Background: an optimization exercise with open tools, aiming at small area, a short achievable clock period and few clock cycles. Do not read the settings as production practice.
In this exercise RTL edits were held to simulation tests only and were not proved equivalent to the original.
Power and IR drop assume default switching activity.

v44:
==> flow/design.v (excerpt) <==
module multicycle_cpu #(
  parameter int              XLEN     = cpu_pkg::XLEN_DEFAULT,
  parameter int              NREG     = 32,
  parameter logic [XLEN-1:0] RESET_PC = '0
) (
  input  logic              Clock,
  input  logic              Reset,
  output logic              imem_req,
  output logic [XLEN-1:0]   imem_addr,
  input  logic              imem_ready,
  input  logic [31:0]       imem_rdata,
  output logic              dmem_req,
  output logic              dmem_we,
  output logic [XLEN-1:0]   dmem_addr,
  output logic [XLEN-1:0]   dmem_wdata,
  input  logic              dmem_ready,
  input  logic [XLEN-1:0]   dmem_rdata,
  output logic [XLEN-1:0]   Result,
  output logic [XLEN-1:0]   Addr,
  output logic              retire,
  output logic              halted
);
Size in the first run: roughly 1300 flip-flops, about 63000 sq um of cells after synthesis.
export LEC_CHECK = 0
export ABC_AREA = 1
export CAP_MARGIN = 20
export CORE_MARGIN = 2
export CORE_UTILIZATION = 53
export CTS_CLUSTER_DIAMETER = 70
export CTS_CLUSTER_SIZE = 32
export PLACE_DENSITY = 0.66
export SETUP_SLACK_MARGIN = 2.8
export SLEW_MARGIN = 20
create_clock -name core_clock -period 6.0 [get_ports {Clock}]
run.sh (not shown) runs the stock make flow with config.mk's settings and CLKGATE_MAP_FILE= SYNTH_SCRIPT=/design/flow/synth_recipe.tcl, a recipe that flattens the netlist after the stock synthesis.
Testbench counts of v44, summed over its fixed seeds: cycles 16,535.
> inputs changed (v44 -> v46)
- changing CTS_CLUSTER_SIZE from 32 to 30
- changing SETUP_SLACK_MARGIN from 2.8 to 2.65
- changing CORE_UTILIZATION from 53 to 55
- changing PLACE_DENSITY from 0.66 to 0.65
### Flow results
Diff v46..v44 | post-synthesis share of cell area spent on xor and xnor gates | unchanged
In terms of hold slack, v44 and v46 differ only marginally.
In the tables for v46 and v44, synthesis-to-layout area growth reads higher with v44.
Summary: with v44 as the reference, maximum frequency in v46 moved down slightly.
Density: v46 denser than v44
From v44 to v46 the numbers moved as follows: top fanout value on the critical path increased 4, count of clock-buffer cells in the layout increased by 1 relative to the old numbers.
v44 and v46 ended up with roughly the same via count.
From v44 to v46 the numbers moved as follows: die extent in y down 1.8%; met1 track demand over resource down 1.1 points; clock network fraction of design power down 1.3 points.
#### Input delta (v31 over v46)
- a change of SETUP_SLACK_MARGIN from 2.65 to 2.8
--- outcome ---
v31 finished every step from synthesis to the final layout, and the layout passed the timing, DRC and antenna checks. [diff] slack of the worst reg-to-reg path, v31 relative to v46: improvement. v46 has a higher clock power than v31. In the tables for v46 and v31, antenna diode count reads higher with v46. v31 against v46; non-clock buffer count is up by a few percent. Compared v31 vs v46, and share of the final layout cell area in sequential cells is down in v31. Relative to v46, first-pass GRT wire length decreased by 2.2 mm in v31. Diff v46 -> v31: net count reported at finish rose 35, via count shows no meaningful change, met3 track demand over resource dropped 0.49 points. | final setup slack of the worst path | v31 vs v46 | 110 ps higher |. Compared with v46, v31 shows a lower number of global-route vias before repair.


Starting RTL as in the previous note.
make LEC_CHECK=0 ABC_AREA=1 CAP_MARGIN=20 CORE_MARGIN=2 CORE_UTILIZATION=57 CTS_CLUSTER_DIAMETER=65 CTS_CLUSTER_SIZE=30 PLACE_DENSITY=0.67 SETUP_SLACK_MARGIN=2.9 SLEW_MARGIN=20 finish   # period 6.0 ns
The starting point completed with no timing, DRC or antenna violations.
Testbench counts at the start, summed over its fixed seeds: cycles 16,535.
Rerun with:
Settings changed: CORE_UTILIZATION 57 to 56, CTS_CLUSTER_DIAMETER 65 to 70, PLACE_DENSITY 0.67 to 0.64, SETUP_SLACK_MARGIN 2.9 to 2.75.
What happened: Combinational power shrinks by 2.9%. Via count goes down by 2.0%. Worst setup slack is worse by 0.26 ns.


Setup of east:
Another version of the RTL of multicycle_cpu (not shown whole).
Size: ~9,100 cells after synthesis, ~1,300 flip-flops, roughly 230 I/O pins, roughly 0.065 mm^2 of cells after synthesis.
## multicycle_cpu
module multicycle_cpu #(
  parameter int              XLEN     = cpu_pkg::XLEN_DEFAULT,
  parameter int              NREG     = 32,
  parameter logic [XLEN-1:0] RESET_PC = '0
) (
  input  logic              Clock,
  input  logic              Reset,
  output logic              imem_req,
  output logic [XLEN-1:0]   imem_addr,
  input  logic              imem_ready,
  input  logic [31:0]       imem_rdata,
  output logic              dmem_req,
  output logic              dmem_we,
  output logic [XLEN-1:0]   dmem_addr,
  output logic [XLEN-1:0]   dmem_wdata,
  input  logic              dmem_ready,
  input  logic [XLEN-1:0]   dmem_rdata,
  output logic [XLEN-1:0]   Result,
  output logic [XLEN-1:0]   Addr,
  output logic              retire,
  output logic              halted
);
clock: 6.0 ns
lec_check: 0
abc_area: 1
cap_margin: 20
core_margin: 2
core_utilization: 45
cts_cluster_diameter: 60
cts_cluster_size: 24
place_density: 0.6
setup_slack_margin: 2.5
slew_margin: 20
Testbench counts of east, summed over its fixed seeds: cycles 16,535.
#### Input delta (west over east)
# east
export LEC_CHECK = 0
export ABC_AREA = 1
export CAP_MARGIN = 20
export CORE_MARGIN = 2
export CORE_UTILIZATION = 45
export CTS_CLUSTER_DIAMETER = 60
export CTS_CLUSTER_SIZE = 24
export PLACE_DENSITY = 0.6
export SETUP_SLACK_MARGIN = 2.5
export SLEW_MARGIN = 20
create_clock -name core_clock -period 6.0 [get_ports {Clock}]
# west
export LEC_CHECK = 0
export ABC_AREA = 1
export CAP_MARGIN = 20
export CORE_MARGIN = 2
export CORE_UTILIZATION = 45
export CTS_CLUSTER_DIAMETER = 70
export CTS_CLUSTER_SIZE = 30
export PLACE_DENSITY = 0.6
export SETUP_SLACK_MARGIN = 2.8
export SLEW_MARGIN = 20
create_clock -name core_clock -period 6.0 [get_ports {Clock}]
### Flow results
Going from east to west, the data arrival time of the critical path was found to have gone down by 130 ps.
west ended up with x_a[7]$_DFF_P_ as its end point of the critical path; east ended up with x_sd[7]$_DFF_P_.
[compare] base=east new=west: minimum setup slack in the final design rose 120 ps; power down about 3%; sequential cell area share went down; final period demand of the worst path now smaller.

[afterwards: timing with drivers on the ports]
Ports are ideal in the flow. The routed layouts listed here were re-timed in OpenROAD. Step 1: set_driving_cell puts a clkbuf_16 on Clock and a buf_2 on each other input, an assumption about the parent block. Step 2, shift: input delay + t, output delay - t, t = (earliest + latest rising clock arrival at the registers) / 2. This alone moves slack from input paths to output paths. Three values: ideal ports, drivers, drivers and shift; two values: the first two.
run	t (ns)	setup WS [ns]	slew at the worst register clock pin (ns)
v44	0.799	2.595 / 2.652 / 1.852	0.12 / 0.12
v46	0.796	2.542 / 2.386 / 1.590	0.11 / 0.11
v31	0.779	2.651 / 2.683 / 1.904	0.12 / 0.12
the first run of note 2	0.800	2.643 / 2.675 / 1.875	0.11 / 0.11
the second run of note 2	0.783	2.382 / 2.371 / 1.588	0.11 / 0.11
east	0.871	2.426 / 2.323 / 1.473	0.09 / 0.09
west	0.845	2.549 / 2.597 / 1.752	0.10 / 0.10
After both steps every run listed still meets setup and hold. The setup slack of east, which loses most, moves by -0.103 ns with the drivers and by -0.953 ns with both steps.
